What follows belongs to an exercise in optimizing a design on an open flow for a short achievable clock period and few clock cycles; a production flow would make more cautious choices.
The RTL was checked by simulation tests, not by an equivalence proof against the original design.
Power and IR drop assume default switching activity.

### flow/config.mk
export PLATFORM = sky130hd
export DESIGN_NAME = mc_core
export DESIGN_NICKNAME = mc_core
export VERILOG_FILES = /design/flow/design.v
export SDC_FILE = /design/flow/constraint.sdc
export NUM_CORES = 4
export LEC_CHECK = 0
export CAP_MARGIN = 30
export CORE_MARGIN = 2
export CORE_UTILIZATION = 30
export SETUP_SLACK_MARGIN = 3.0
export SLEW_MARGIN = 30
export SYNTH_HIERARCHICAL = 1
export SYNTH_MINIMUM_KEEP_SIZE = 0
### flow/constraint.sdc
create_clock -name core_clock -period 7.0 [get_ports {clk}]
set_input_delay 1.4000 -clock core_clock [delete_from_list [all_inputs] [get_ports {clk}]]
set_output_delay 1.4000 -clock core_clock [all_outputs]
set_load 0.01 [all_outputs]
### flow/design.v
module mc_core #(
    parameter int              XLEN     = 32,
    parameter int              NREG     = 32,
    parameter logic [XLEN-1:0] RESET_PC = '0
) (
    input  logic            clk,
    input  logic            rst,
    output logic            mem_req,
    output logic            mem_we,
    output logic [XLEN-1:0] mem_addr,
    output logic [XLEN-1:0] mem_wdata,
    input  logic [XLEN-1:0] mem_rdata,
    input  logic            mem_ready,
    output logic            halted,
    output logic [XLEN-1:0] pc_out
    ,
    output logic [31:0]     instret
);
    localparam logic [5:0] OP_RTYPE = 6'h00, OP_J = 6'h02, OP_JAL = 6'h03, OP_BEQ = 6'h04,
                           OP_BNE = 6'h05, OP_ADDI = 6'h08, OP_LW = 6'h23, OP_SW = 6'h2B;
    localparam logic [5:0] FN_JR = 6'h08, FN_ADD = 6'h20, FN_SUB = 6'h22, FN_AND = 6'h24,
                           FN_OR = 6'h25, FN_SLT = 6'h2A;
    logic sFetch, sExec, sMem, sFix, sHalt;
    logic [15:0] immL;         
    logic        dBr, dBne;     
    logic [31:0] pc;           
    logic [31:0] regA, regB;   
    logic [31:0] aluP, aluG, aluPx;    
    logic        aluAs, aluBs;         
    logic [31:0] brT;          
    logic [31:0] jT;           
    logic [31:0] rf [1:31];
    logic [7:0]  lsLo;
    logic        lsC8, s0P, s0M, s0Z, s1P, s1M, s1Z;
    logic [7:0]  lsMid0, lsMid1;
    logic [15:0] lsHiP, lsHiM;
    logic dLw, dSw, dHalt, dWr;
    logic rSum, rAnd, rOr, rSlt, rPc;   
    logic rSub;                         
    logic [4:0] dWidx;
    logic aLs, aJ, aJr, aBr, aPc;
    function automatic logic [31:0] addPP(input logic [31:0] a, input logic [31:0] b,
                                          input logic cin);
        logic [31:0] p, g;
        p = a ^ b;
        g = a & b;
        g[0] = g[0] | (p[0] & cin);
        addPP = p;
        for (int d = 1; d < 32; d = d * 2) begin
            for (int i = 31; i >= d; i--) begin
                g[i] = g[i] | (p[i] & g[i-d]);
                p[i] = p[i] & p[i-d];
            end
        end
        addPP[0] = addPP[0] ^ cin;
        for (int i = 1; i < 32; i++) addPP[i] = addPP[i] ^ g[i-1];
    endfunction
    logic [31:0] sum, carry, aluRes, lsAddr, pc4, regA4, brT4, jT4, newPc;
    logic        dNf, dLs, slt, lsC16;
    assign dLs  = dLw | dSw;
    assign dNf  = ~dLs & ~dHalt;
    always_comb begin
        logic [31:0] p, g;
        p = aluP;
        g = aluG;
        for (int d = 1; d < 32; d = d * 2) begin
            for (int i = 31; i >= d; i--) begin
                g[i] = g[i] | (p[i] & g[i-d]);
                p[i] = p[i] & p[i-d];
            end
        end
        carry = {g[30:0], 1'b0};
    end
    assign sum  = aluPx ^ carry;
    assign slt  = (aluAs ^ aluBs) ? aluAs : sum[31];
    assign aluRes = ({32{rSum}} & sum) | ({32{rAnd}} & aluG) |
                    ({32{rOr}} & (aluP | aluG)) | {31'd0, rSlt & slt} | ({32{rPc}} & pc);
    assign lsAddr[7:0]   = lsLo;
    assign lsAddr[15:8]  = lsC8 ? lsMid1 : lsMid0;
    logic [15:0] lsHi0, lsHi1;
    assign lsHi0 = ({16{s0Z}} & regA[31:16]) | ({16{s0P}} & lsHiP) | ({16{s0M}} & lsHiM);
    assign lsHi1 = ({16{s1Z}} & regA[31:16]) | ({16{s1P}} & lsHiP) | ({16{s1M}} & lsHiM);
    assign lsAddr[31:16] = lsC8 ? lsHi1 : lsHi0;
    logic aluZero;
    assign aluZero = (rSum & ~rSub & (aluP == {aluG[30:0] | aluP[30:0], 1'b0})) |
                     (rSum & rSub & (~aluP == {aluG[30:0], 1'b0})) |
                     (rAnd & ~|aluG) | (rOr & ~|(aluP | aluG)) | (rPc & ~|pc);
    assign pc4    = pc + 32'd4;
    assign regA4  = regA + 32'd4;
    assign brT4   = brT + 32'd4;
    assign jT4    = jT + 32'd4;
    assign mem_addr = ({32{aLs}} & lsAddr) | ({32{aJ}} & jT) | ({32{aJr}} & regA) |
                      ({32{aBr}} & brT) | ({32{aPc}} & pc);
    assign newPc    = ({32{aJ}} & jT4) | ({32{aJr}} & regA4) |
                      ({32{aBr}} & brT4) | ({32{aPc}} & pc4);
    assign mem_req   = sFetch | sMem | (sExec & ~dHalt);
    assign mem_we    = dSw & (sExec | sMem);
    assign mem_wdata = regB;
    assign halted    = sHalt;
    assign pc_out    = pc;
    logic fetchDone, lsDone, retire;
    assign fetchDone = mem_ready & (sFetch | (sExec & dNf));
    assign lsDone    = mem_ready & dLs & (sExec | sMem);
    assign retire    = (sExec & dNf) | lsDone;
    logic        wen, bypEn;
    logic [31:0] wdata;
    assign bypEn = sExec & dWr;
    assign wen   = bypEn | (lsDone & dLw & dWidx != 5'd0);
    assign wdata = dLw ? mem_rdata : aluRes;
    logic [31:0] rsOH, rtOH, rawA, rawB;
    logic        bypA, bypB;       
    always_comb begin
        for (int k = 0; k < 32; k++) begin
            rsOH[k] = mem_rdata[25:21] == 5'(k);
            rtOH[k] = mem_rdata[20:16] == 5'(k);
        end
    end
    assign bypA = bypEn && mem_rdata[25:21] == dWidx;
    assign bypB = bypEn && mem_rdata[20:16] == dWidx;
    logic [1023:0] rfFlat;
    always_comb begin
        rfFlat[31:0] = '0;
        for (int k = 1; k < 32; k++) rfFlat[32*k +: 32] = rf[k];
    end
    mc_core_rd uRdA (.oh(rsOH), .r(rfFlat), .q(rawA));
    mc_core_rd uRdB (.oh(rtOH), .r(rfFlat), .q(rawB));
    always_ff @(posedge clk or negedge rst) begin
        if (!rst) begin
            for (int i = 1; i < 32; i++) rf[i] <= '0;
        end else if (wen) begin
            rf[dWidx] <= wdata;
        end
    end
    logic [5:0]  nOp, nFn;
    logic        nR, nAluR, nJr, nAddi, nLw, nSw, nBeq, nBne, nJ, nJal, nHalt, nSub, nTaken;
    logic [4:0]  nWidx;
    logic [31:0] nA, nB, nImm, nBrT;
    assign nOp    = mem_rdata[31:26];
    assign nFn    = mem_rdata[5:0];
    assign nR     = (nOp == OP_RTYPE);
    assign nAluR  = nR & (nFn == FN_ADD || nFn == FN_SUB || nFn == FN_AND ||
                          nFn == FN_OR || nFn == FN_SLT);
    assign nJr    = nR & (nFn == FN_JR);
    assign nAddi  = (nOp == OP_ADDI);
    assign nLw    = (nOp == OP_LW);
    assign nSw    = (nOp == OP_SW);
    assign nBeq   = (nOp == OP_BEQ);
    assign nBne   = (nOp == OP_BNE);
    assign nJ     = (nOp == OP_J) | (nOp == OP_JAL);
    assign nJal   = (nOp == OP_JAL);
    assign nHalt  = ~(nAluR | nJr | nAddi | nLw | nSw | nBeq | nBne | nJ);
    assign nSub   = nR & (nFn == FN_SUB || nFn == FN_SLT);
    assign nWidx  = nR ? mem_rdata[15:11] : (nJal ? 5'd31 : mem_rdata[20:16]);
    assign nImm   = {{16{mem_rdata[15]}}, mem_rdata[15:0]};
    assign nA     = bypA ? aluRes : rawA;
    assign nB     = bypB ? aluRes : rawB;
    logic zA, zB, nEq, nBrFix;
    assign zA     = rsOH[0];
    assign zB     = rtOH[0];
    assign nEq    = ((bypA & zB) | (bypB & zA)) ? aluZero : (rawA == rawB);
    assign nBrFix = (bypA & ~zB) | (bypB & ~zA) | ((bypA | bypB) & rSlt);
    assign nTaken = (nBeq & nEq) | (nBne & ~nEq);
    function automatic logic [31:0] addBr(input logic [31:0] base, input logic [31:0] imm);
        addBr = addPP({base[31:2], 2'b11}, {imm[29:0], 2'b01}, 1'b0);
        addBr[1:0] = base[1:0];
    endfunction
    logic [31:0] pcSrc;
    assign pcSrc  = ({32{aJ}} & jT) | ({32{aJr}} & regA) | ({32{aBr}} & brT) | ({32{aPc}} & pc);
    assign nBrT   = addBr(pcSrc, nImm);
    logic [31:0] nX, nY;
    assign nX = nSub ? ~nA : nA;
    assign nY = nAddi ? nImm : nB;
    logic [31:0] nRaw;
    logic        nFix;
    assign nRaw = rawA;
    assign nFix = ((nLw | nSw) & bypA) | ((nBeq | nBne) & nBrFix);
    logic [8:0] nLo, nMid0, nMid1;
    mc_core_add8 uLo   (.a(nRaw[7:0]),  .b(nImm[7:0]),  .cin(1'b0), .s(nLo));
    mc_core_add8 uMid0 (.a(nRaw[15:8]), .b(nImm[15:8]), .cin(1'b0), .s(nMid0));
    mc_core_add8 uMid1 (.a(nRaw[15:8]), .b(nImm[15:8]), .cin(1'b1), .s(nMid1));
    logic [8:0] fLo, fMid0, fMid1;
    assign fLo   = {1'b0, regA[7:0]} + {1'b0, immL[7:0]};
    assign fMid0 = {1'b0, regA[15:8]} + {1'b0, immL[15:8]};
    assign fMid1 = {1'b0, regA[15:8]} + {1'b0, immL[15:8]} + 9'd1;
    always_ff @(posedge clk or negedge rst) begin
        if (!rst) begin
            sFetch <= 1'b0;
            sExec  <= 1'b0;
            sMem   <= 1'b0;
            sFix   <= 1'b0;
            sHalt  <= 1'b0;
            immL   <= '0;
            dBr    <= 1'b0;
            dBne   <= 1'b0;
            pc     <= RESET_PC;
            regA   <= '0;
            regB   <= '0;
            aluP   <= '0;
            aluG   <= '0;
            aluPx  <= '0;
            aluAs  <= 1'b0;
            aluBs  <= 1'b0;
            brT    <= '0;
            jT     <= '0;
            lsLo   <= '0;
            lsC8   <= 1'b0;
            lsMid0 <= '0;
            lsMid1 <= '0;
            s0P    <= 1'b0;
            s0M    <= 1'b0;
            s0Z    <= 1'b0;
            s1P    <= 1'b0;
            s1M    <= 1'b0;
            s1Z    <= 1'b0;
            lsHiP  <= '0;
            lsHiM  <= '0;
            dLw    <= 1'b0;
            dSw    <= 1'b0;
            dHalt  <= 1'b0;
            dWr    <= 1'b0;
            rSum   <= 1'b0;
            rAnd   <= 1'b0;
            rOr    <= 1'b0;
            rSlt   <= 1'b0;
            rPc    <= 1'b0;
            rSub   <= 1'b0;
            dWidx  <= '0;
            aLs    <= 1'b0;
            aJ     <= 1'b0;
            aJr    <= 1'b0;
            aBr    <= 1'b0;
            aPc    <= 1'b1;
        end else begin
            if (!sFetch && !sExec && !sMem && !sFix && !sHalt) sFetch <= 1'b1;
            if (fetchDone) begin
                sFetch <= 1'b0;
                sExec  <= ~nFix;
                sFix   <= nFix;
                sMem   <= 1'b0;
                immL   <= mem_rdata[15:0];
                dBr    <= nBeq | nBne;
                dBne   <= nBne;
                pc     <= newPc;
                regA   <= nA;
                regB   <= nB;
                aluP   <= nX ^ nY;
                aluG   <= nX & nY;
                aluPx  <= nX ^ nY ^ {32{nSub}};
                aluAs  <= nA[31];
                aluBs  <= nB[31];
                brT    <= nBrT;
                jT     <= {newPc[31:28], mem_rdata[25:0], 2'b00};
                lsLo   <= nLo[7:0];
                lsC8   <= nLo[8];
                lsMid0 <= nMid0[7:0];
                lsMid1 <= nMid1[7:0];
                s0P    <= nMid0[8] & ~mem_rdata[15];
                s0M    <= ~nMid0[8] & mem_rdata[15];
                s0Z    <= nMid0[8] == mem_rdata[15];
                s1P    <= nMid1[8] & ~mem_rdata[15];
                s1M    <= ~nMid1[8] & mem_rdata[15];
                s1Z    <= nMid1[8] == mem_rdata[15];
                lsHiP  <= nRaw[31:16] + 16'd1;
                lsHiM  <= nRaw[31:16] - 16'd1;
                dLw    <= nLw;
                dSw    <= nSw;
                dHalt  <= nHalt;
                dWr    <= (nAluR | nAddi | nJal) & (nWidx != 5'd0);
                rSum   <= nAddi | (nR & (nFn == FN_ADD || nFn == FN_SUB));
                rAnd   <= nR & (nFn == FN_AND);
                rOr    <= nR & (nFn == FN_OR);
                rSlt   <= nR & (nFn == FN_SLT);
                rPc    <= nJal;
                rSub   <= nR & (nFn == FN_SUB);
                dWidx  <= nWidx;
                aLs    <= nLw | nSw;
                aJ     <= nJ;
                aJr    <= nJr;
                aBr    <= nTaken;
                aPc    <= ~(nLw | nSw | nJ | nJr | nTaken);
            end else if (sFix) begin
                sFix   <= 1'b0;
                sExec  <= 1'b1;
                if (dBr) begin
                    aBr <= (regA == regB) ^ dBne;
                    aPc <= (regA != regB) ^ dBne;
                end
                lsLo   <= fLo[7:0];
                lsC8   <= fLo[8];
                lsMid0 <= fMid0[7:0];
                lsMid1 <= fMid1[7:0];
                s0P    <= fMid0[8] & ~immL[15];
                s0M    <= ~fMid0[8] & immL[15];
                s0Z    <= fMid0[8] == immL[15];
                s1P    <= fMid1[8] & ~immL[15];
                s1M    <= ~fMid1[8] & immL[15];
                s1Z    <= fMid1[8] == immL[15];
                lsHiP  <= regA[31:16] + 16'd1;
                lsHiM  <= regA[31:16] - 16'd1;
            end else if (sExec) begin
                sExec <= 1'b0;
                if (dHalt) begin
                    sHalt <= 1'b1;
                end else if (dLs) begin
                    if (mem_ready) begin
                        sFetch <= 1'b1;
                        aLs    <= 1'b0;
                        aPc    <= 1'b1;
                    end else begin
                        sMem <= 1'b1;
                    end
                end else begin
                    sFetch <= 1'b1;
                end
            end else if (sMem && mem_ready) begin
                sMem   <= 1'b0;
                sFetch <= 1'b1;
                aLs    <= 1'b0;
                aPc    <= 1'b1;
            end
        end
    end
    always_ff @(posedge clk or negedge rst) begin
        if (!rst)        instret <= '0;
        else if (retire) instret <= instret + 32'd1;
    end
endmodule
module mc_core_add8 (
    input  logic [7:0] a,
    input  logic [7:0] b,
    input  logic       cin,
    output logic [8:0] s
);
    assign s = {1'b0, a} + {1'b0, b} + {8'd0, cin};
endmodule
module mc_core_rd (
    input  logic [31:0] oh,
    input  logic [1023:0] r,
    output logic [31:0] q
);
    always_comb begin
        q = '0;
        for (int k = 1; k < 32; k++) q = q | ({32{oh[k]}} & r[32*k +: 32]);
    end
endmodule
### flow/flow/run.sh
#!/bin/bash
# The standard layout (the standard.sh), with two additions:
# - the port buffers that placement inserts are buf_4 cells (by default the
#   resizer picks its smallest buffer, a slow delay-type cell);
# - after the timing repair at global route, a repair_design pass fixes any
#   max-slew or max-capacitance violation that the timing repair left.
export BUFFER_PORTS_ARGS="-buffer_cell sky130_fd_sc_hd__buf_4"
export POST_GLOBAL_ROUTE_TCL="$PWD/flow/post_grt.tcl"
bash standard.sh > standard.log 2>&1
### flow/flow/post_grt.tcl
# Sourced by ORFS global_route.tcl (POST_GLOBAL_ROUTE_TCL) after its timing
# repair: repair max slew / max capacitance again, legalise, re-route the
# changed nets and rewrite the route guides.
puts "post_grt: repair_design after repair_timing"
report_check_types -max_slew -max_capacitance -violators
global_route -start_incremental
repair_design_helper
detailed_placement
global_route -end_incremental
estimate_parasitics -global_routing
report_check_types -max_slew -max_capacitance -violators
write_guides $::env(RESULTS_DIR)/route.guide
### flow/standard.sh
#!/bin/bash
# synth_recipe.tcl (not shown) runs the flow's synth.tcl, then flattens the netlist and writes it again
# the make line also repeats each setting of config.mk as NAME=value (left out here)
make -C /OpenROAD-flow-scripts/flow DESIGN_CONFIG=/design/flow/config.mk WORK_HOME=/design/flow/orfs CLKGATE_MAP_FILE= SYNTH_SCRIPT=/design/flow/synth_recipe.tcl "${@:-finish}"
==> results of run 1 <==
[stage by stage]
step	instance area, um2	setup slack (ns)
6_report	90500	2.53
4_1_cts	88800	2.74
3_5_place_dp	79800	0.605
3_3_place_gp	79600	0.550
2_1_floorplan	75000	2.76
[power breakdown]
part	switching, mW	internal, mW	leakage, nW	total [mW]
Sequential	1.20	8.45	18.7	9.65
Combinational	3.74	2.25	16.8	5.98
Clock	3.69	5.01	2.64	8.70
Total	8.63	15.7	38.1	24.3
[cells in the final DEF, fill, tap and decap left out, drive strengths merged, types with 12 or more instances in the layout]
master  instances
mux2           19
buf           629
o22ai          21
and3           48
nor2b          19
mux2i          73
clkinv         42
dfrtp        1360
nand4         186
a221oi        102
o31ai          18
nand2b         19
a31o           14
and4           12
nand3b         13
clkbuf        221
nand3         250
o21ai        1332
a222oi         70
ha            146
or4            70
xor2          216
nor3           48
nand2        1709
o211ai         13
nor2          292
a21oi         195
nor4           49
o21bai         14
a21o           35
a21boi         15
bufinv         14
xnor2         160
a22oi         864
a22o           69
inv            98
[how the worst min path moves through the flow]
stage                     cells after the start          end  slack, ns        start
after global placement                        1  instret[31]       0.47  instret[31]
final                                         1  instret[31]       0.47  instret[31]
after CTS                                     1  instret[31]       0.48  instret[31]
after floorplan                               2          dBr       0.45          dBr
after detailed placement                      1  instret[31]       0.47  instret[31]
[state kept, by name (all words and copies together), names as in the netlist, 11 cells and up]
signal   count
rf         992
aluG        32
aluP        32
aluPx       32
brT         32
instret     32
regA        31
regB        31
pc          30
lsHiM       16
immL        15
lsHiP       15
jT          11
[area by class of cell]
cell class                 instances  area (um2)  area share, %
tap                             3312        4140           4.58
multi-input combinational       6230       40100           44.4
clock inverter                    60         972           1.07
timing repair buffer             636        6260           6.92
inverter                          99         387          0.427
sequential                      1361       34100           37.7
clock buffer                     219        4450           4.92
antenna                           10        25.0         0.0277
[layer usage]
layer	vias to the layer above	wire, um	global-route usage, %
met3	993	36300	7.11
met4	14	21000	13.7
met1	35064	131000	33.1
li1	30690	-	-
met5	-	250	0.289
met2	4428	145000	38.4
[worst max-delay path: stages]
cell and delay, ns:
buf_8 0.15, nand3b_1 0.24, buf_4 0.17, nor2_4 0.13, buf_4 0.22, a22oi_1 0.16, nand4_1 0.28, or4_4 0.68
xnor2_2 0.19, nand4_1 0.37, nor4_4 0.34, a21oi_2 0.14, a21oi_2 0.26, xnor2_1 0.17, nor3_2 0.07, o31ai_2 0.22
==> impl_metrics.toml, run 1 <==
[outcome]
status = "finished clean"

[setup_path]
cp.arrival_ns = 5.22
worstReg2RegStart = "aluG[1]"
startpoint = "mem_rdata[20]"
critical_path.endpoint = "aPc"
cp.required_ns = 7.75
path_class = "in2reg"
r2r_slack_ns = 2.97
r2r_cells = 15
endpoint_kind = "flop"
crit_fanout = 17
rr_endpoint = "aluPx[25]"
startpoint_type = "primary input"

[min_path]
worstHoldPathType = "reg2reg"

[sta]
report.final.slew_viol_count = 0
clock_skew_ns = 0.0727
max_freq_mhz = 224
finalSetupViolCount = 0
worstMarginPinSlew_ns = 1.05
hold_viol = 0
whs_ns = 0.468
max_slew_margin_pct = 29.7
period_minus_slack_ns = 4.47
finalCritPeriodShare_pct = 63.9
tns_ns = 0

[clock_tree]
h-tree-depth = 4
cts.path.max_buffers = 3
cts_sinks = 1361
clk_latency_ns = 0.86
cts_root_buf = "clkbuf_16"
cts-hold-fix-buffers = 0
tritoncts = "done"
post_cts_resized = 363
clk_pin_slew_ns = 0.06
postCtsSetupRepairBufs = 159
numCtsBuffers = 156

[floorplanning]
fp.dieArea_um2 = 252000
die_w_um = 502
row_count = 182
ios = 166
coreArea_um2 = 246000
dieHeight_um = 502
initial_utilization_pct = 30.2

[detailed_routing]
ant_nets = 0
wl_per_cell_um = 28.0
vias = 71189
routed_via_density = 5.97
post-route-drc-count = 0
first_pass_iters = 12
drt_wl_total_mm = 334
drt_iter0_drc = 10593

[global_routing]
grtUsageTotal_pct = 25.5
globalRouteOverflowTotal = 0
grt_pass1_wl_mm = 477
grt_pass1_vias = 65995
grt_max_degree = 178
antenna_found_initial = 20

[layout]
drive_gt1_share_pct = 17.9
postLayoutCoreUtil_pct = 36.8
stdcell_count = 11927
final_nets = 8673
syn2layout_area_growth_pct = 21.7
num-fill-cells = 24497

[placement]
port_buffers = 165
gp_congestion = 1.01
dp.cells = 11387
dpl.hpwl_mm = 228

[power_and_ir_drop]
power_density_nw_per_um2 = 269
vdd_ir_drop_max_uv = 287
power.leakage_nw = 38.1
p_total_mw = 24.3

[flow_run]
drv_cap = 0

[synth]
netlist_area_um2 = 74300
syn_inst = 8423
yosysWarnings = 9
synth_area_per_cell_um2 = 8.83
Testbench counts, summed over its fixed seeds: cycles 69,747.
==> run 2, diff against run 1 <==
--- a/flow/design.v
+++ b/flow/design.v
@@ -122,8 +122,8 @@
         rfFlat[31:0] = '0;
         for (int k = 1; k < 32; k++) rfFlat[32*k +: 32] = rf[k];
     end
-    mc_core_rd uRdA (.oh(rsOH), .r(rfFlat), .q(rawA));
-    mc_core_rd uRdB (.oh(rtOH), .r(rfFlat), .q(rawB));
+    mc_core_rd uRdA (.sel(mem_rdata[25:21]), .r(rfFlat), .q(rawA));
+    mc_core_rd uRdB (.sel(mem_rdata[20:16]), .r(rfFlat), .q(rawB));
     always_ff @(posedge clk or negedge rst) begin
         if (!rst) begin
             for (int i = 1; i < 32; i++) rf[i] <= '0;
@@ -154,12 +154,21 @@
     assign nImm   = {{16{mem_rdata[15]}}, mem_rdata[15:0]};
     assign nA     = bypA ? aluRes : rawA;
     assign nB     = bypB ? aluRes : rawB;
-    logic zA, zB, nEq, nBrFix;
+    logic zA, zB, nEq, nBrFix, rawEq;
     assign zA     = rsOH[0];
     assign zB     = rtOH[0];
-    assign nEq    = ((bypA & zB) | (bypB & zA)) ? aluZero : (rawA == rawB);
+    assign rawEq  = rawA == rawB;
+    assign nEq    = ((bypA & zB) | (bypB & zA)) ? aluZero : rawEq;
     assign nBrFix = (bypA & ~zB) | (bypB & ~zA) | ((bypA | bypB) & rSlt);
     assign nTaken = (nBeq & nEq) | (nBne & ~nEq);
+    logic zSel, brIfEq, brIfNe, pcIfEq, pcIfNe, nBrNext, nPcNext;
+    assign zSel    = (bypA & zB) | (bypB & zA);
+    assign brIfEq  = zSel ? ((nBeq & aluZero) | (nBne & ~aluZero)) : nBeq;
+    assign brIfNe  = zSel ? ((nBeq & aluZero) | (nBne & ~aluZero)) : nBne;
+    assign pcIfEq  = ~(nLw | nSw | nJ | nJr | brIfEq);
+    assign pcIfNe  = ~(nLw | nSw | nJ | nJr | brIfNe);
+    assign nBrNext = rawEq ? brIfEq : brIfNe;
+    assign nPcNext = rawEq ? pcIfEq : pcIfNe;
     function automatic logic [31:0] addBr(input logic [31:0] base, input logic [31:0] imm);
         addBr = addPP({base[31:2], 2'b11}, {imm[29:0], 2'b01}, 1'b0);
         addBr[1:0] = base[1:0];
@@ -276,8 +285,8 @@
                 aLs    <= nLw | nSw;
                 aJ     <= nJ;
                 aJr    <= nJr;
-                aBr    <= nTaken;
-                aPc    <= ~(nLw | nSw | nJ | nJr | nTaken);
+                aBr    <= nBrNext;
+                aPc    <= nPcNext;
             end else if (sFix) begin
                 sFix   <= 1'b0;
                 sExec  <= 1'b1;
@@ -334,12 +343,15 @@
     assign s = {1'b0, a} + {1'b0, b} + {8'd0, cin};
 endmodule
 module mc_core_rd (
-    input  logic [31:0] oh,
+    input  logic [4:0]    sel,
     input  logic [1023:0] r,
-    output logic [31:0] q
+    output logic [31:0]   q
 );
+    logic [31:0] m1 [8];
+    logic [31:0] m2 [2];
     always_comb begin
-        q = '0;
-        for (int k = 1; k < 32; k++) q = q | ({32{oh[k]}} & r[32*k +: 32]);
+        for (int j = 0; j < 8; j++) m1[j] = r[32*(4*j + sel[1:0]) +: 32];
+        for (int i = 0; i < 2; i++) m2[i] = m1[4*i + sel[3:2]];
+        q = m2[sel[4]];
     end
 endmodule
==> run 2 against run 1 <==
  * Combinational power grew 63%
  * Sequential share of layout area shrank 2.6 points
  * Critical path depth shrank 1
  * Via count grew 7.0%
  * Global-route usage shrank 0.89 points
  * Non-clock buffer count shrank 22
  * Clock-buffer cell count grew 11
  * Clock skew shrank 0.017 ns
  * Die area grew 10%
  * Core utilization shrank 1.1 points
  * Cell count grew 8.8%
  * Total power grew 24%
  * Critical endpoint is now aBr
==> impl_metrics.toml, run 2 <==
[layout]
drive_gt1_share_pct = 14.5
postLayoutCoreUtil_pct = 35.6
largest_register_ffs = 992
syn2layout_area_growth_pct = 18.5
layout_commonest_cell = "nand2_1"
final_area_um2 = 97300
final_nets = 9445
regMostFlops = "rf"
final_cell_mix = "nand2_1, dfrtp_1, o21ai_0"

[synth]
netlist_area_um2 = 82100
synth_top_cell_by_area = "dfrtp_1"
synth_commonest_cells = "nand2_1, dfrtp_1, o21ai_0"
ys_seq_area_share_pct = 41.5
async_flop_share_pct = 100
syn_inst = 9218
synth_most_common_cell = "nand2_1"
synth_edf_count = 0
yosys-top-cells-area = "dfrtp_1, mux2i_1, nand2_1"
ys_types = 107
ys.flop_type = "dfrtp_1"
netlist.area_leader.share_pct = 41.5
yosysWarnings = 11
synth_area_per_cell_um2 = 8.90
ys_ff_latch = 1361

[detailed_routing]
drt_iter0_drc = 9745
vias = 76177
post-route-drc-count = 0
wl_per_cell_um = 27.6
routed_via_density = 5.87
ant_nets = 0
first_pass_iters = 6
drt_wl_total_mm = 359

[setup_path]
crit_buf_inv = 3
cp.arrival_ns = 4.82
cp.required_ns = 7.72
endpoint_kind = "flop"
cp_slowest_cell = "nand4_1"
path_class = "in2reg"
critical_path.top_delay_family = "simple AND/OR/NAND/NOR gates"
cpPeakStageDelay_ns = 0.35
startpoint_type = "primary input"
path_cells = "buf_16 -> nor2b_4 -> buf_12 -> buf_6 -> a22oi_1 -> nand3_1 -> nand4_1 -> xor2_1 -> nor4_4 -> nand4_1 -> nor2_1 -> mux2i_1 -> xnor2_1 -> nor2_1 -> a21o_1"
crit_fanout = 29

[floorplanning]
dieHeight_um = 527
fp.dieArea_um2 = 278000
initial_utilization_pct = 30.1
ios = 166
die_w_um = 527
coreArea_um2 = 273000
row_count = 192

[clock_tree]
cts-hold-fix-buffers = 0
clk_latency_ns = 0.87
cts_sinks = 1361
post_cts_resized = 140
numCtsBuffers = 161
cts.path.max_buffers = 3
clk_pin_slew_ns = 0.06
cts_root_buf = "clkbuf_16"
tritoncts = "done"
postCtsSetupRepairBufs = 102
h-tree-depth = 4

[sta]
report.final.slew_viol_count = 0
max_freq_mhz = 244
tns_ns = 0
finalSetupViolCount = 0
hold_viol = 0
period_minus_slack_ns = 4.09
clock_skew_ns = 0.0562
worstMarginPinSlew_ns = 1.10
whs_ns = 0.484
finalCritPeriodShare_pct = 58.5
max_slew_margin_pct = 26.7

[global_routing]
grt_pass1_wl_mm = 510
grtUsageTotal_pct = 24.7
grt_pass1_vias = 71662
globalRouteOverflowTotal = 0
grt_max_degree = 181
antenna_found_initial = 10

[min_path]
worstHoldPathType = "in2async"

[placement]
gp_congestion = 0.994
place_area_um2 = 87800
dpl.hpwl_mm = 223
port_buffers = 165

[outcome]
status = "finished clean"

[power_and_ir_drop]
power_density_nw_per_um2 = 309
vdd_ir_drop_max_uv = 211
power.leakage_nw = 42.5

[flow_run]
drv_cap = 0
[run 2: Yosys stat by module, one instance, submodules excluded]
module / area [um2] / cells / flops+latches
mc_core: 62900 / 6826 / 1361
mc_core_rd: 9080 / 1133 / 0
mc_core_add8: 332 / 42 / 0
[run 2: kinds of logic (layout without fill, tap and decap cells)]
| logic type | count (synthesis) | in the layout | synth area share [%] |
|---|---|---|---|
| AOI/OAI and AO/OA | 2376 | 2377 | 17.3 |
| xor gates and xnor gates | 373 | 373 | 3.99 |
| adders and majority gates | 154 | 154 | 2.42 |
| buffers and inverters | 882 | 983 | 4.48 |
| DFF | 1361 | 1361 | 41.5 |
| muxes | 1055 | 1055 | 14.3 |
| other | 2 | 70 | 0.00915 |
| and+or+nand+nor | 3015 | 3019 | 16.0 |
[run 2: cell type report]
type                       instances  area, um2
antenna                            3       7.51
clock buffer                     230       4700
clock inverter                    66        978
fill                           27382     176000
inverter                          73        275
multi-input combinational       7045      46200
sequential                      1361      34100
tap                             3589       4490
timing repair buffer             614       6570
[run 2: stage by stage]
stage	setup WS, ns	cells	power (mW)
finish	2.91	12981	30.1
CTS	3.00	12883	29.5
detailed placement	0.856	12461	20.1
global placement	0.968	12454	19.9
floorplan	2.72	9283	16.1
[run 2: report_power, final]
group | switching [mW] | total (mW) | leakage [nW] | internal (mW)
Combinational | 5.99 | 9.74 | 21.3 | 3.75
Sequential | 2.24 | 11.3 | 18.5 | 9.06
Clock | 3.72 | 9.06 | 2.77 | 5.34
[run 2: final timing paths]
check,startpoint,to,slack (ns),cells past startpoint
max,mem_rdata[16],aBr,2.91,15
min,rst,instret[7],0.48,1
max reg2reg,aluP[20],aluPx[31],3.00,13
min reg2reg,lsHiM[0],lsHiM[0],0.49,2
max in group asynchronous,rst,rf[10][31],4.66,3
min in group core_clock,lsHiM[0],lsHiM[0],0.49,2
[run 2: layer usage]
metal,track usage (%),vias to the layer above,routed length (um)
li1,-,32867,-
met1,32.0,37433,140000
met2,36.5,4732,152000
met3,6.69,1137,41200
met4,14.7,8,25100
met5,0,-,39
Testbench counts of run 2, summed over its fixed seeds: cycles 69,747.
==> run 3, diff against run 2 <==
--- a/flow/design.v
+++ b/flow/design.v
@@ -102,10 +102,9 @@
     assign fetchDone = mem_ready & (sFetch | (sExec & dNf));
     assign lsDone    = mem_ready & dLs & (sExec | sMem);
     assign retire    = (sExec & dNf) | lsDone;
-    logic        wen, bypEn;
+    logic        bypEn;
     logic [31:0] wdata;
     assign bypEn = sExec & dWr;
-    assign wen   = bypEn | (lsDone & dLw & dWidx != 5'd0);
     assign wdata = dLw ? mem_rdata : aluRes;
     logic [31:0] rsOH, rtOH, rawA, rawB;
     logic        bypA, bypB;       
@@ -124,11 +123,20 @@
     end
     mc_core_rd uRdA (.sel(mem_rdata[25:21]), .r(rfFlat), .q(rawA));
     mc_core_rd uRdB (.sel(mem_rdata[20:16]), .r(rfFlat), .q(rawB));
+    logic        lwW;
+    logic [31:0] wDec, wenK;
+    assign lwW = dLw & (sExec | sMem);
+    always_comb begin
+        for (int k = 0; k < 32; k++) begin
+            wDec[k] = dWidx == 5'(k);
+            wenK[k] = (wDec[k] & bypEn) | (wDec[k] & lwW & mem_ready);
+        end
+    end
     always_ff @(posedge clk or negedge rst) begin
         if (!rst) begin
             for (int i = 1; i < 32; i++) rf[i] <= '0;
-        end else if (wen) begin
-            rf[dWidx] <= wdata;
+        end else begin
+            for (int i = 1; i < 32; i++) if (wenK[i]) rf[i] <= wdata;
         end
     end
     logic [5:0]  nOp, nFn;
@@ -204,25 +212,8 @@
             pc     <= RESET_PC;
             regA   <= '0;
             regB   <= '0;
-            aluP   <= '0;
-            aluG   <= '0;
-            aluPx  <= '0;
-            aluAs  <= 1'b0;
-            aluBs  <= 1'b0;
             brT    <= '0;
             jT     <= '0;
-            lsLo   <= '0;
-            lsC8   <= 1'b0;
-            lsMid0 <= '0;
-            lsMid1 <= '0;
-            s0P    <= 1'b0;
-            s0M    <= 1'b0;
-            s0Z    <= 1'b0;
-            s1P    <= 1'b0;
-            s1M    <= 1'b0;
-            s1Z    <= 1'b0;
-            lsHiP  <= '0;
-            lsHiM  <= '0;
             dLw    <= 1'b0;
             dSw    <= 1'b0;
             dHalt  <= 1'b0;
@@ -252,25 +243,8 @@
                 pc     <= newPc;
                 regA   <= nA;
                 regB   <= nB;
-                aluP   <= nX ^ nY;
-                aluG   <= nX & nY;
-                aluPx  <= nX ^ nY ^ {32{nSub}};
-                aluAs  <= nA[31];
-                aluBs  <= nB[31];
                 brT    <= nBrT;
                 jT     <= {newPc[31:28], mem_rdata[25:0], 2'b00};
-                lsLo   <= nLo[7:0];
-                lsC8   <= nLo[8];
-                lsMid0 <= nMid0[7:0];
-                lsMid1 <= nMid1[7:0];
-                s0P    <= nMid0[8] & ~mem_rdata[15];
-                s0M    <= ~nMid0[8] & mem_rdata[15];
-                s0Z    <= nMid0[8] == mem_rdata[15];
-                s1P    <= nMid1[8] & ~mem_rdata[15];
-                s1M    <= ~nMid1[8] & mem_rdata[15];
-                s1Z    <= nMid1[8] == mem_rdata[15];
-                lsHiP  <= nRaw[31:16] + 16'd1;
-                lsHiM  <= nRaw[31:16] - 16'd1;
                 dLw    <= nLw;
                 dSw    <= nSw;
                 dHalt  <= nHalt;
@@ -294,18 +268,6 @@
                     aBr <= (regA == regB) ^ dBne;
                     aPc <= (regA != regB) ^ dBne;
                 end
-                lsLo   <= fLo[7:0];
-                lsC8   <= fLo[8];
-                lsMid0 <= fMid0[7:0];
-                lsMid1 <= fMid1[7:0];
-                s0P    <= fMid0[8] & ~immL[15];
-                s0M    <= ~fMid0[8] & immL[15];
-                s0Z    <= fMid0[8] == immL[15];
-                s1P    <= fMid1[8] & ~immL[15];
-                s1M    <= ~fMid1[8] & immL[15];
-                s1Z    <= fMid1[8] == immL[15];
-                lsHiP  <= regA[31:16] + 16'd1;
-                lsHiM  <= regA[31:16] - 16'd1;
             end else if (sExec) begin
                 sExec <= 1'b0;
                 if (dHalt) begin
@@ -330,6 +292,58 @@
         end
     end
     always_ff @(posedge clk or negedge rst) begin
+        if (!rst) begin
+            aluP   <= '0;
+            aluG   <= '0;
+            aluPx  <= '0;
+            aluAs  <= 1'b0;
+            aluBs  <= 1'b0;
+            lsLo   <= '0;
+            lsC8   <= 1'b0;
+            lsMid0 <= '0;
+            lsMid1 <= '0;
+            s0P    <= 1'b0;
+            s0M    <= 1'b0;
+            s0Z    <= 1'b0;
+            s1P    <= 1'b0;
+            s1M    <= 1'b0;
+            s1Z    <= 1'b0;
+            lsHiP  <= '0;
+            lsHiM  <= '0;
+        end else if (sFix) begin
+            lsLo   <= fLo[7:0];
+            lsC8   <= fLo[8];
+            lsMid0 <= fMid0[7:0];
+            lsMid1 <= fMid1[7:0];
+            s0P    <= fMid0[8] & ~immL[15];
+            s0M    <= ~fMid0[8] & immL[15];
+            s0Z    <= fMid0[8] == immL[15];
+            s1P    <= fMid1[8] & ~immL[15];
+            s1M    <= ~fMid1[8] & immL[15];
+            s1Z    <= fMid1[8] == immL[15];
+            lsHiP  <= regA[31:16] + 16'd1;
+            lsHiM  <= regA[31:16] - 16'd1;
+        end else if (mem_ready) begin
+            aluP   <= nX ^ nY;
+            aluG   <= nX & nY;
+            aluPx  <= nX ^ nY ^ {32{nSub}};
+            aluAs  <= nA[31];
+            aluBs  <= nB[31];
+            lsLo   <= nLo[7:0];
+            lsC8   <= nLo[8];
+            lsMid0 <= nMid0[7:0];
+            lsMid1 <= nMid1[7:0];
+            s0P    <= nMid0[8] & ~mem_rdata[15];
+            s0M    <= ~nMid0[8] & mem_rdata[15];
+            s0Z    <= nMid0[8] == mem_rdata[15];
+            s1P    <= nMid1[8] & ~mem_rdata[15];
+            s1M    <= ~nMid1[8] & mem_rdata[15];
+            s1Z    <= nMid1[8] == mem_rdata[15];
+            lsHiP  <= nRaw[31:16] + 16'd1;
+            lsHiM  <= nRaw[31:16] - 16'd1;
+        end
+    end
+    always_ff @(posedge clk or negedge rst) begin
         if (!rst)        instret <= '0;
         else if (retire) instret <= instret + 32'd1;
     end
==> run 3 against run 2 <==
  * Largest cell class unchanged
  * Flip-flop and latch count is 2 higher
  * Sequential share of layout area is 0.23 points higher
  * Global-route usage is 0.85 points lower
  * Clock-buffer cell count is 4 lower
  * Sequential power is 9% lower
  * Clock power is 4.0% lower
  * Wire length is 3.6% lower
  * Setup slack worse by 0.015 ns
  * Critical path type unchanged
==> impl_metrics.toml, run 3 <==
[placement]
dpl.hpwl_mm = 221
dp.cells = 12177
place_area_um2 = 87600
port_buffers = 165
gp_congestion = 0.975

[setup_path]
startpoint = "mem_rdata[23]"
startpoint_type = "primary input"
cp.arrival_ns = 4.85
cp_slowest_cell = "nand4_1"
cp.required_ns = 7.74
path_cells = "clkbuf_8 -> nor3b_4 -> buf_12 -> buf_4 -> buf_4 -> nand2_1 -> o311ai_1 -> nand4_1 -> xor2_1 -> nor4_2 -> nand4_1 -> nor2_4 -> mux2i_2 -> xnor2_1 -> nor2_1 -> a21o_1"
cpPeakStageDelay_ns = 0.40
worstReg2RegStart = "aluG[1]"
path_class = "in2reg"
endpoint_kind = "flop"
crit_fanout = 26

[floorplanning]
ios = 166
row_count = 191
dieHeight_um = 526
fp.dieArea_um2 = 277000
die_w_um = 526
coreArea_um2 = 271000
initial_utilization_pct = 30.2

[synth]
syn_inst = 8925
synth_most_common_cell = "nand2_1"
netlist_area_um2 = 81800
yosys-top-cells-area = "dfrtp_1, mux2i_1, o21ai_0"
synth_commonest_cells = "nand2_1, dfrtp_1, o21ai_0"
ys.flop_type = "dfrtp_1"
netlist.area_leader.share_pct = 41.6
synth_top_cell_by_area = "dfrtp_1"
yosysWarnings = 11
async_flop_share_pct = 100
synth_area_per_cell_um2 = 9.17
ys_types = 88
synth_edf_count = 0
ys_ff_latch = 1363
ys_seq_area_share_pct = 41.7

[layout]
final_area_um2 = 96800
layout_commonest_cell = "nand2_1"
final_nets = 9182
syn2layout_area_growth_pct = 18.3
stdcell_count = 12697
drive_gt1_share_pct = 16.5
num-fill-cells = 27162
final_cell_mix = "nand2_1, dfrtp_1, o21ai_0"
largest_register_ffs = 992
regMostFlops = "rf"

[clock_tree]
cts_root_buf = "clkbuf_16"
cts.path.max_buffers = 3
cts_sinks = 1363
postCtsSetupRepairBufs = 111
clk_latency_ns = 0.85
h-tree-depth = 4
tritoncts = "done"
numCtsBuffers = 159
post_cts_resized = 122
clk_pin_slew_ns = 0.06
cts-hold-fix-buffers = 0

[global_routing]
grtUsageTotal_pct = 23.8
globalRouteOverflowTotal = 0
grt_max_degree = 206
grt_pass1_vias = 70417
grt_pass1_wl_mm = 494
antenna_found_initial = 15

[detailed_routing]
vias = 73561
routed_via_density = 5.79
wl_per_cell_um = 27.2
drt_wl_total_mm = 346
first_pass_iters = 7
post-route-drc-count = 0
drt_iter0_drc = 9204
ant_nets = 0

[sta]
worstMarginPinSlew_ns = 1.07
max_freq_mhz = 243
tns_ns = 0
finalCritPeriodShare_pct = 58.7
finalSetupViolCount = 0
period_minus_slack_ns = 4.11
hold_viol = 0
max_slew_margin_pct = 29.0
report.final.slew_viol_count = 0
clock_skew_ns = 0.0625

[power_and_ir_drop]
switchingPower_mw = 9.48
pwr-share-clk_pct = 33.8
power.leakage_nw = 42.5
vdd_ir_drop_max_uv = 225
p_sw_share_pct = 36.8
seq_power_share_pct = 39.9
p_int_mw = 16.3
power_density_nw_per_um2 = 266
share_comb_of_total_power_pct = 26.3

[min_path]
worstHoldPathType = "reg2reg"
worstHoldStart = "instret[31]"

[flow_run]
drv_cap = 0

[outcome]
status = "finished clean"
==> run 3: critical path: cells and delay by family <==
kind | cells | cell delay, ns
xor gates and xnor gates | 2 | 0.46
and+or+nand+nor | 7 | 1.69
muxes | 1 | 0.11
buffers and inverters | 4 | 0.80
AOI/OAI and AO/OA | 2 | 0.35
==> run 3: cell families (layout without fill, tap and decap cells) <==
group / after synthesis / after routing / synth area share [%]
other: 2 / 74 / 0.00918
AND/OR/NAND/NOR: 2675 / 2680 / 14.3
flip-flops: 1363 / 1363 / 41.7
adder cells (fa/ha/maj): 154 / 154 / 2.43
XOR/XNOR: 374 / 374 / 4.00
buffers and inverters: 881 / 1006 / 4.48
AO/OA/AOI/OAI: 2231 / 2231 / 16.2
multiplexers: 1245 / 1245 / 16.9
==> run 3: worst paths after layout <==
check / to / slack (ns) / depth (start not counted)
setup / recovery: aBr / 2.89 / 16
hold / removal: instret[31] / 0.48 / 1
setup reg to reg: aluPx[29] / 3.07 / 13
hold reg to reg: instret[31] / 0.48 / 1
max in group asynchronous: rf[17][11] / 4.81 / 3
min in group asynchronous: lsLo[3] / 0.52 / 1
==> run 3: stage by stage <==
stage / setup slack [ns] / hold WS [ns] / total power [mW] / util (%)
3_3_place_gp: 0.771 / 0.462 / 16.4 / 32.3
3_5_place_dp: 0.954 / 0.472 / 16.5 / 32.3
6_report: 2.89 / 0.480 / 25.8 / 35.7
4_1_cts: 2.92 / 0.480 / 25.4 / 35.1
2_1_floorplan: 2.65 / 0.450 / 13.5 / -
==> run 3: layout make-up <==
class / instances / area, um2 / share of cell area, %
Antenna cell: 7 / 17.5 / 0.0181
Clock buffer: 226 / 4620 / 4.78
Clock inverter: 62 / 768 / 0.794
Inverter: 103 / 397 / 0.410
Multi-Input combinational cell: 6751 / 45800 / 47.3
Sequential cell: 1363 / 34100 / 35.3
Tap cell: 3570 / 4470 / 4.61
Timing Repair Buffer: 615 / 6560 / 6.78
==> run 3: layer usage <==
layer  wire length (um)  vias to the layer above  share of wire, %  GRT usage [%]
met2             151000                     4173                44           36.3
met5                 53                        -             0.015              0
met3              37200                     1026                11           5.99
li1                   -                    31903                 -              -
met1             136000                    36451                39           30.7
met4              21500                        8               6.2           13.3
==> run 3: per-module statistics from Yosys, one instance, submodules excluded <==
module | copies in the design | cells inside | area, um2
mc_core | 1 | 6533 | 62700
mc_core_add8 | 3 | 42 | 332
mc_core_rd | 2 | 1133 | 9080
==> run 3: power by group through the flow <==
| stage | Combinational, mW | Sequential [mW] | Clock, mW |
|---|---|---|---|
| floorplan | 4.12 | 9.38 | 0 |
| finish | 6.78 | 10.3 | 8.70 |
| global placement | 6.03 | 10.3 | 0 |
| detailed placement | 6.13 | 10.4 | 0 |
| CTS | 6.47 | 10.2 | 8.77 |
Testbench counts of run 3, summed over its fixed seeds: cycles 69,747.
==> run 4, diff against run 3 <==
--- a/flow/design.v
+++ b/flow/design.v
@@ -55,26 +55,14 @@
         addPP[0] = addPP[0] ^ cin;
         for (int i = 1; i < 32; i++) addPP[i] = addPP[i] ^ g[i-1];
     endfunction
-    logic [31:0] sum, carry, aluRes, lsAddr, pc4, regA4, brT4, jT4, newPc;
-    logic        dNf, dLs, slt, lsC16;
+    logic [31:0] aluRes, lsAddr, pc4, regA4, brT4, jT4, newPc;
+    logic        dNf, dLs;
     assign dLs  = dLw | dSw;
     assign dNf  = ~dLs & ~dHalt;
-    always_comb begin
-        logic [31:0] p, g;
-        p = aluP;
-        g = aluG;
-        for (int d = 1; d < 32; d = d * 2) begin
-            for (int i = 31; i >= d; i--) begin
-                g[i] = g[i] | (p[i] & g[i-d]);
-                p[i] = p[i] & p[i-d];
-            end
-        end
-        carry = {g[30:0], 1'b0};
-    end
-    assign sum  = aluPx ^ carry;
-    assign slt  = (aluAs ^ aluBs) ? aluAs : sum[31];
-    assign aluRes = ({32{rSum}} & sum) | ({32{rAnd}} & aluG) |
-                    ({32{rOr}} & (aluP | aluG)) | {31'd0, rSlt & slt} | ({32{rPc}} & pc);
+    mc_core_alu uAlu (
+        .p(aluP), .g(aluG), .px(aluPx), .aS(aluAs), .bS(aluBs), .pc(pc),
+        .rSum(rSum), .rAnd(rAnd), .rOr(rOr), .rSlt(rSlt), .rPc(rPc), .res(aluRes)
+    );
     assign lsAddr[7:0]   = lsLo;
     assign lsAddr[15:8]  = lsC8 ? lsMid1 : lsMid0;
     logic [15:0] lsHi0, lsHi1;
@@ -195,6 +183,8 @@
     mc_core_add8 uLo   (.a(nRaw[7:0]),  .b(nImm[7:0]),  .cin(1'b0), .s(nLo));
     mc_core_add8 uMid0 (.a(nRaw[15:8]), .b(nImm[15:8]), .cin(1'b0), .s(nMid0));
     mc_core_add8 uMid1 (.a(nRaw[15:8]), .b(nImm[15:8]), .cin(1'b1), .s(nMid1));
+    logic [15:0] nHiP, nHiM;
+    mc_core_incdec uHi (.a(nRaw[31:16]), .p(nHiP), .m(nHiM));
     logic [8:0] fLo, fMid0, fMid1;
     assign fLo   = {1'b0, regA[7:0]} + {1'b0, immL[7:0]};
     assign fMid0 = {1'b0, regA[15:8]} + {1'b0, immL[15:8]};
@@ -339,8 +329,8 @@
             s1P    <= nMid1[8] & ~mem_rdata[15];
             s1M    <= ~nMid1[8] & mem_rdata[15];
             s1Z    <= nMid1[8] == mem_rdata[15];
-            lsHiP  <= nRaw[31:16] + 16'd1;
-            lsHiM  <= nRaw[31:16] - 16'd1;
+            lsHiP  <= nHiP;
+            lsHiM  <= nHiM;
         end
     end
     always_ff @(posedge clk or negedge rst) begin
@@ -369,3 +359,44 @@
         q = m2[sel[4]];
     end
 endmodule
+module mc_core_alu (
+    input  logic [31:0] p,
+    input  logic [31:0] g,
+    input  logic [31:0] px,
+    input  logic        aS,
+    input  logic        bS,
+    input  logic [31:0] pc,
+    input  logic        rSum,
+    input  logic        rAnd,
+    input  logic        rOr,
+    input  logic        rSlt,
+    input  logic        rPc,
+    output logic [31:0] res
+);
+    logic [31:0] carry, sum;
+    logic        slt;
+    always_comb begin
+        logic [31:0] pp, gg;
+        pp = p;
+        gg = g;
+        for (int d = 1; d < 32; d = d * 2) begin
+            for (int i = 31; i >= d; i--) begin
+                gg[i] = gg[i] | (pp[i] & gg[i-d]);
+                pp[i] = pp[i] & pp[i-d];
+            end
+        end
+        carry = {gg[30:0], 1'b0};
+    end
+    assign sum = px ^ carry;
+    assign slt = (aS ^ bS) ? aS : sum[31];
+    assign res = ({32{rSum}} & sum) | ({32{rAnd}} & g) | ({32{rOr}} & (p | g)) |
+                 {31'd0, rSlt & slt} | ({32{rPc}} & pc);
+endmodule
+module mc_core_incdec (
+    input  logic [15:0] a,
+    output logic [15:0] p,
+    output logic [15:0] m
+);
+    assign p = a + 16'd1;
+    assign m = a - 16'd1;
+endmodule
--- a/flow/config.mk
+++ b/flow/config.mk
@@ -8,7 +8,7 @@
 export CAP_MARGIN = 30
 export CORE_MARGIN = 2
 export CORE_UTILIZATION = 30
-export SETUP_SLACK_MARGIN = 3.0
+export SETUP_SLACK_MARGIN = 3.4
 export SLEW_MARGIN = 30
 export SYNTH_HIERARCHICAL = 1
 export SYNTH_MINIMUM_KEEP_SIZE = 0
==> run 4 against run 3 <==
  * Via count increased by 6.1%
  * Cell area is 7.4% higher
  * Sequential power hardly changed
  * Register-to-register slack better by 0.25 ns
  * Hold slack better by 0.0096 ns
  * Clock skew fell by 0.010 ns
  * Cell count increased by 3.2%
  * Critical path depth is 2 lower
  * Largest cell class unchanged
==> impl_metrics.toml, run 4 <==
[clock_tree]
postCtsSetupRepairBufs = 302
clk_pin_slew_ns = 0.07
cts-hold-fix-buffers = 0
tritoncts = "done"
clk_latency_ns = 0.87
cts.path.max_buffers = 3
numCtsBuffers = 159
post_cts_resized = 499
cts_root_buf = "clkbuf_16"
h-tree-depth = 4
cts_sinks = 1364

[setup_path]
cp.required_ns = 7.76
cp_num_cells = 14
endpoint_kind = "flop"
startpoint = "mem_rdata[24]"
path_cells = "buf_16 -> or3_4 -> buf_12 -> buf_8 -> nor2_1 -> o311ai_2 -> nand4_1 -> buf_6 -> or3_4 -> or4_4 -> nor4_4 -> xor2_1 -> mux2i_1 -> o21ai_1"
crit_buf_inv = 4
cpPeakStageDelay_ns = 0.53
cp.arrival_ns = 4.66
path_common_cell = "or3_4"
r2r_slack_ns = 3.32
worstReg2RegStart = "aluP[1]"
path_class = "in2reg"
cp_slowest_cell = "or4_4"
critical_path.top_delay_family = "simple AND/OR/NAND/NOR gates"
r2r_cells = 13
critical_path.endpoint = "lsHiM[15]"
rr_endpoint = "aluP[29]"
crit_fanout = 8
startpoint_type = "primary input"

[sta]
period_minus_slack_ns = 3.90
hold_viol = 0
max_freq_mhz = 257
max_slew_margin_pct = 30.2
worstMarginPinSlew_ns = 1.05
finalCritPeriodShare_pct = 55.7
tns_ns = 0
report.final.slew_viol_count = 0
clock_skew_ns = 0.0523
finalSetupViolCount = 0

[placement]
port_buffers = 165
place_area_um2 = 88200
dpl.hpwl_mm = 232
gp_congestion = 0.986

[synth]
synth_area_per_cell_um2 = 9.13
synth_most_common_cell = "dfrtp_1"
syn_inst = 8989
ys.flop_type = "dfrtp_1"
netlist_area_um2 = 82000
ys_seq_area_share_pct = 41.6
synth_edf_count = 0
ys_types = 104
yosys-top-cells-area = "dfrtp_1, mux2i_1, a21oi_1"
async_flop_share_pct = 100
netlist.area_leader.share_pct = 41.6
ys_ff_latch = 1364
yosysWarnings = 12
synth_top_cell_by_area = "dfrtp_1"
synth_commonest_cells = "dfrtp_1, nand2_1, mux2i_1"

[detailed_routing]
drt_iter0_drc = 11262
routed_via_density = 5.96
wl_per_cell_um = 29.2
dr.max_layer_used = "met5"
drt_wl_total_mm = 382
ant_nets = 0
wl_met1_mm = 146
post-route-drc-count = 0
vias = 78063
first_pass_iters = 19
wl_met3_mm = 48.3
wl_met2_mm = 160

[floorplanning]
fp.dieArea_um2 = 278000
coreArea_um2 = 271000
ios = 166
initial_utilization_pct = 30.2
row_count = 191
dieHeight_um = 527
die_w_um = 527

[layout]
final_nets = 9560
num-fill-cells = 26375
layout_commonest_cell = "dfrtp_1"
syn2layout_area_growth_pct = 26.7
final_cell_mix = "dfrtp_1, nand2_1, nor2_1"
regMostFlops = "rf"
largest_register_ffs = 992
final_area_um2 = 104000
drive_gt1_share_pct = 21.9

[outcome]
status = "finished clean"

[power_and_ir_drop]
power_density_nw_per_um2 = 278
p_total_mw = 28.9
power.leakage_nw = 45.4
vdd_ir_drop_max_uv = 242

[global_routing]
grt_pass1_vias = 73216
grt_max_degree = 193
grt_pass1_wl_mm = 534
antenna_found_initial = 15
grtUsageTotal_pct = 26.1
globalRouteOverflowTotal = 0

[flow_run]
drv_cap = 0

[min_path]
worstHoldPathType = "in2async"
==> run 4: cell types whose count changed in the layout (fill, tap and decap cells not counted), sizes merged, moves of 29 or more <==
cell,change
mux2,-127
xor2,-36
mux2i,+75
nand2,-515
a21oi,+633
nor2,+566
xnor2,+95
o21ai,-582
o221ai,+29
buf,+313
==> run 4: Yosys stat by module, one instance, submodules excluded <==
| module | times used | cell area, um2 | cells inside |
|---|---|---|---|
| mc_core_rd | 2 | 9080 | 1133 |
| mc_core | 1 | 60600 | 6226 |
| mc_core_add8 | 3 | 332 | 42 |
| mc_core_incdec | 1 | 556 | 83 |
| mc_core_alu | 1 | 1760 | 288 |
==> run 4: layout make-up <==
class | count | area (um2) | share of cell area (%)
inverter | 76 | 305 | 0.294
clock inverter | 49 | 707 | 0.680
timing repair buffer | 938 | 10900 | 10.5
antenna | 8 | 20.0 | 0.0193
sequential | 1364 | 34200 | 32.9
multi-input combinational | 6860 | 48600 | 46.8
tap | 3570 | 4470 | 4.30
clock buffer | 236 | 4740 | 4.56
==> run 4: cells by family after synthesis <==
logic type | count (synthesis) | synth area share, %
and+or+nand+nor | 2736 | 14.7
AOI/OAI and AO/OA | 2296 | 16.7
DFF | 1364 | 41.6
muxes | 1193 | 16.0
buffers and inverters | 839 | 4.32
xor gates and xnor gates | 433 | 4.62
adders and majority gates | 126 | 1.99
other | 2 | 0.00915
==> run 4: how the worst min path moves through the flow <==
stage / endpoint / from / slack, ns
6_report: aluPx[4] / rst / 0.49
4_1_cts: aluPx[0] / aluPx[0] / 0.49
3_5_place_dp: aluPx[0] / aluPx[0] / 0.48
3_3_place_gp: aluPx[0] / aluPx[0] / 0.47
2_1_floorplan: aluPx[0] / aluPx[0] / 0.46
==> run 4: worst register-to-register path: stages (launching register included) <==
cell and delay [ns]:
dfrtp_2 0.43, a211oi_4 0.33, buf_4 0.18, o31ai_4 0.06, a211oi_2 0.29, o21ai_4 0.13, a31oi_4 0.30, o21ai_4 0.12
and4b_1 0.19, or3_4 0.46, mux2i_4 0.33, xnor2_1 0.17, ha_1 0.27, mux2_2 0.27
==> run 4: report_power, final <==
part / leakage, nW / internal, mW / switching (mW)
combinational: 24.2 / 3.95 / 5.47
clock: 2.67 / 5.08 / 3.73
sequential: 18.5 / 8.79 / 1.84
==> run 4: per-layer routing <==
metal,up-vias,global-route usage (%)
met1,38510,33.9
met4,12,16.1
met2,5261,37.9
li1,33021,-
met3,1259,7.51
met5,-,0
==> run 4: per-stage QoR <==
stage          setup WS (ns)  std cells  util, %  hold WS, ns
3_3_place_gp           0.794      12256     32.4        0.469
4_1_cts                 3.17      12908     36.8        0.493
2_1_floorplan           2.55       9054        -        0.455
6_report                3.10      13101     38.3        0.490
3_5_place_dp           0.819      12268     32.5        0.482
Testbench counts of run 4, summed over its fixed seeds: cycles 69,747.
==> run 5, diff against run 4 <==
--- a/flow/config.mk
+++ b/flow/config.mk
@@ -8,7 +8,7 @@
 export CAP_MARGIN = 30
 export CORE_MARGIN = 2
 export CORE_UTILIZATION = 30
-export SETUP_SLACK_MARGIN = 3.4
+export SETUP_SLACK_MARGIN = 3.7
 export SLEW_MARGIN = 30
 export SYNTH_HIERARCHICAL = 1
 export SYNTH_MINIMUM_KEEP_SIZE = 0
==> run 5 against run 4 <==
  * Still clean on timing, DRC and antenna
  * Core utilization rose by 0.99 points
  * Global-route usage rose by 0.65 points
  * Combinational power rose by 6%
  * Synthesized cell count did not move
  * Wire length rose by 3.0%
  * Setup slack got worse by 0.17 ns
  * Cell area rose by 2.6%
==> impl_metrics.toml, run 5 <==
[synth]
ys.flop_type = "dfrtp_1"
ys_ff_latch = 1364
synth_area_per_cell_um2 = 9.13
syn_inst = 8989
netlist_area_um2 = 82000
synth_most_common_cell = "dfrtp_1"
ys_types = 104
yosysWarnings = 12
synth_top_cell_by_area = "dfrtp_1"
synth_edf_count = 0
netlist.area_leader.share_pct = 41.6
ys_seq_area_share_pct = 41.6
yosys-top-cells-area = "dfrtp_1, mux2i_1, a21oi_1"
synth_commonest_cells = "dfrtp_1, nand2_1, mux2i_1"
async_flop_share_pct = 100

[sta]
report.final.slew_viol_count = 0
hold_viol = 0
max_freq_mhz = 246
clock_skew_ns = 0.0618
tns_ns = 0
finalSetupViolCount = 0
worstMarginPinSlew_ns = 1.01
period_minus_slack_ns = 4.07
finalCritPeriodShare_pct = 58.2
max_slew_margin_pct = 32.2

[setup_path]
rr_endpoint = "s1Z"
r2r_slack_ns = 3.25
cp.arrival_ns = 4.85
worstReg2RegStart = "regA[8]"
r2r_cells = 12
crit_fanout = 8
path_class = "in2reg"
cp.required_ns = 7.78
startpoint_type = "primary input"
endpoint_kind = "flop"

[detailed_routing]
routed_via_density = 5.98
vias = 78825
ant_nets = 0
first_pass_iters = 6
wl_per_cell_um = 29.9
drt_iter0_drc = 10635
drt_wl_total_mm = 394
post-route-drc-count = 0

[clock_tree]
post_cts_resized = 825
clk_pin_slew_ns = 0.06
cts-hold-fix-buffers = 0
clk_latency_ns = 0.85
tritoncts = "done"
cts_sinks = 1364
cts.path.max_buffers = 3
postCtsSetupRepairBufs = 343
cts_root_buf = "clkbuf_16"
h-tree-depth = 4
numCtsBuffers = 160

[layout]
stdcell_count = 13184
syn2layout_area_growth_pct = 30.0
num-fill-cells = 26217
postLayoutCoreUtil_pct = 39.3
regMostFlops = "rf"
largest_register_ffs = 992
drive_gt1_share_pct = 24.1
final_cell_mix = "dfrtp_1, nand2_1, nor2_1"
final_nets = 9652
layout_commonest_cell = "dfrtp_1"

[placement]
gp_congestion = 0.976
dpl.hpwl_mm = 233
port_buffers = 165
dp.cells = 12255

[power_and_ir_drop]
power.leakage_nw = 46.3
p_int_mw = 18.2
power_density_nw_per_um2 = 277
pwr-share-clk_pct = 29.6
share_comb_of_total_power_pct = 33.9
p_sw_share_pct = 38.6
vdd_ir_drop_max_uv = 267
switchingPower_mw = 11.4
seq_power_share_pct = 36.5
p_total_mw = 29.6

[floorplanning]
dieHeight_um = 527
fp.dieArea_um2 = 278000
die_w_um = 527
coreArea_um2 = 271000
row_count = 191
ios = 166
initial_utilization_pct = 30.2

[global_routing]
grt_pass1_vias = 73683
globalRouteOverflowTotal = 0
antenna_found_initial = 9
grt_pass1_wl_mm = 544
grtUsageTotal_pct = 26.7
grt_max_degree = 186

[flow_run]
drv_cap = 0

[outcome]
status = "finished clean"

[min_path]
worstHoldPathType = "in2async"
run 5: changes by cell type in the layout (fill, tap and decap cells not counted), sizes merged:
cell      previous run  this run
nand3              302       301
nor2               894       897
inv                 81        79
mux2i              935       936
clkinvlp             6         4
and2                19        20
clkinv              28        30
clkbuf             255       257
bufbuf              19        21
buf                900       980
or3                 23        22
o21ai              674       675
nand4bb              3         2
diode                8         6
run 5: cell type report:
type                       count  area [um2]  area share, %
clock inverter                47         734          0.689
inverter                      76         328          0.307
timing repair buffer        1026       12000           11.2
multi-input combinational   6863       50200           47.1
tap                         3570        4470           4.19
sequential                  1364       34300           32.1
clock buffer                 232        4630           4.34
antenna                        6        15.0         0.0141
run 5: worst max path at each step:
stage	startpoint	to	slack [ns]
after detailed placement	mem_rdata[21]	s1Z	0.89
final	mem_rdata[23]	lsHiM[14]	2.93
after floorplan	mem_rdata[23]	lsHiM[15]	2.55
after CTS	mem_rdata[23]	s1Z	3.14
after global placement	mem_rdata[21]	s1Z	0.94
run 5: critical path: stages:
cell     delay [ns]
buf_16         0.19
buf_16         0.17
mux2_4         0.30
mux4_2         0.50
nand3_2        0.09
nand4_1        0.25
buf_6          0.25
or3_4          0.37
or4_4          0.55
nor3_4         0.19
xor2_2         0.28
mux2i_1        0.12
o21ai_1        0.13
run 5: per-stage QoR:
stage / cell area [um2] / hold WS (ns) / setup slack, ns
finish: 107000 / 0.474 / 2.93
floorplan: 82700 / 0.455 / 2.55
global placement: 87800 / 0.475 / 0.942
CTS: 102000 / 0.464 / 3.14
detailed placement: 88100 / 0.484 / 0.892
run 5: cell families (layout without fill, tap and decap cells):
kind of cell	after synthesis	count (layout)	synth area share (%)
and+or+nand+nor	2736	2746	14.7
AOI/OAI and AO/OA	2296	2297	16.7
DFF	1364	1364	41.6
muxes	1193	1194	16.0
buffers and inverters	839	1381	4.32
xor gates and xnor gates	433	433	4.62
adders and majority gates	126	126	1.99
other	2	73	0.00915
run 5: power groups by stage:
stage	combinational (mW)	sequential, mW	clock (mW)
after global placement	7.28	10.7	0
after floorplan	4.89	9.74	0
final	10.0	10.8	8.74
after detailed placement	7.37	10.7	0
after CTS	8.70	10.6	8.82
run 5: layer usage:
metal / up-vias / GRT usage, % / part of all wire [%]
met3: 1457 / 8.80 / 13
met4: 10 / 17.3 / 8.0
li1: 33224 / - / -
met1: 38841 / 33.7 / 38
met2: 5293 / 38.9 / 42
met5: - / 0 / 0.027
run 5: per-module statistics from Yosys (local to each module, per instance):
module / flops+latches / copies in the design / cells / cell area (um2)
mc_core_alu: 0 / 1 / 288 / 1760
mc_core_add8: 0 / 3 / 42 / 332
mc_core_incdec: 0 / 1 / 83 / 556
mc_core: 1364 / 1 / 6226 / 60600
mc_core_rd: 0 / 2 / 1133 / 9080

==> afterwards: timing with drivers on the ports <==
No port has a modelled driver above. Below, the same layouts with a new extraction and two added sets of constraints.
Step 1 (the two cells are an assumption about what drives the block):
set clk [get_ports {clk}]
set_driving_cell -lib_cell sky130_fd_sc_hd__clkbuf_16 $clk
set_driving_cell -lib_cell sky130_fd_sc_hd__buf_2 [delete_from_list [all_inputs] $clk]
Step 2 times the ports against the registers' clock, not the clock port: input delays grow and output delays shrink by t, the midpoint of the rising clock arrivals with the driver on.
a / b / c = ideal ports / drivers / drivers and shift; a / b = the first two.
run	t (ns)	setup WS [ns]	hold WS [ns]
run 1	0.919	2.530 / 2.378 / 1.459	0.468 / 0.468 / 0.468
run 2	0.931	2.906 / 2.706 / 1.775	0.484 / 0.473 / 0.491
run 3	0.911	2.891 / 2.665 / 1.754	0.480 / 0.480 / 0.480
run 4	0.938	3.102 / 2.715 / 1.777	0.490 / 0.479 / 0.494
run 5	0.932	2.927 / 2.556 / 1.624	0.474 / 0.460 / 0.496
After both steps every run listed still meets setup and hold. The setup slack of run 4, which loses most, moves by -0.387 ns with the drivers and by -1.325 ns with both steps.
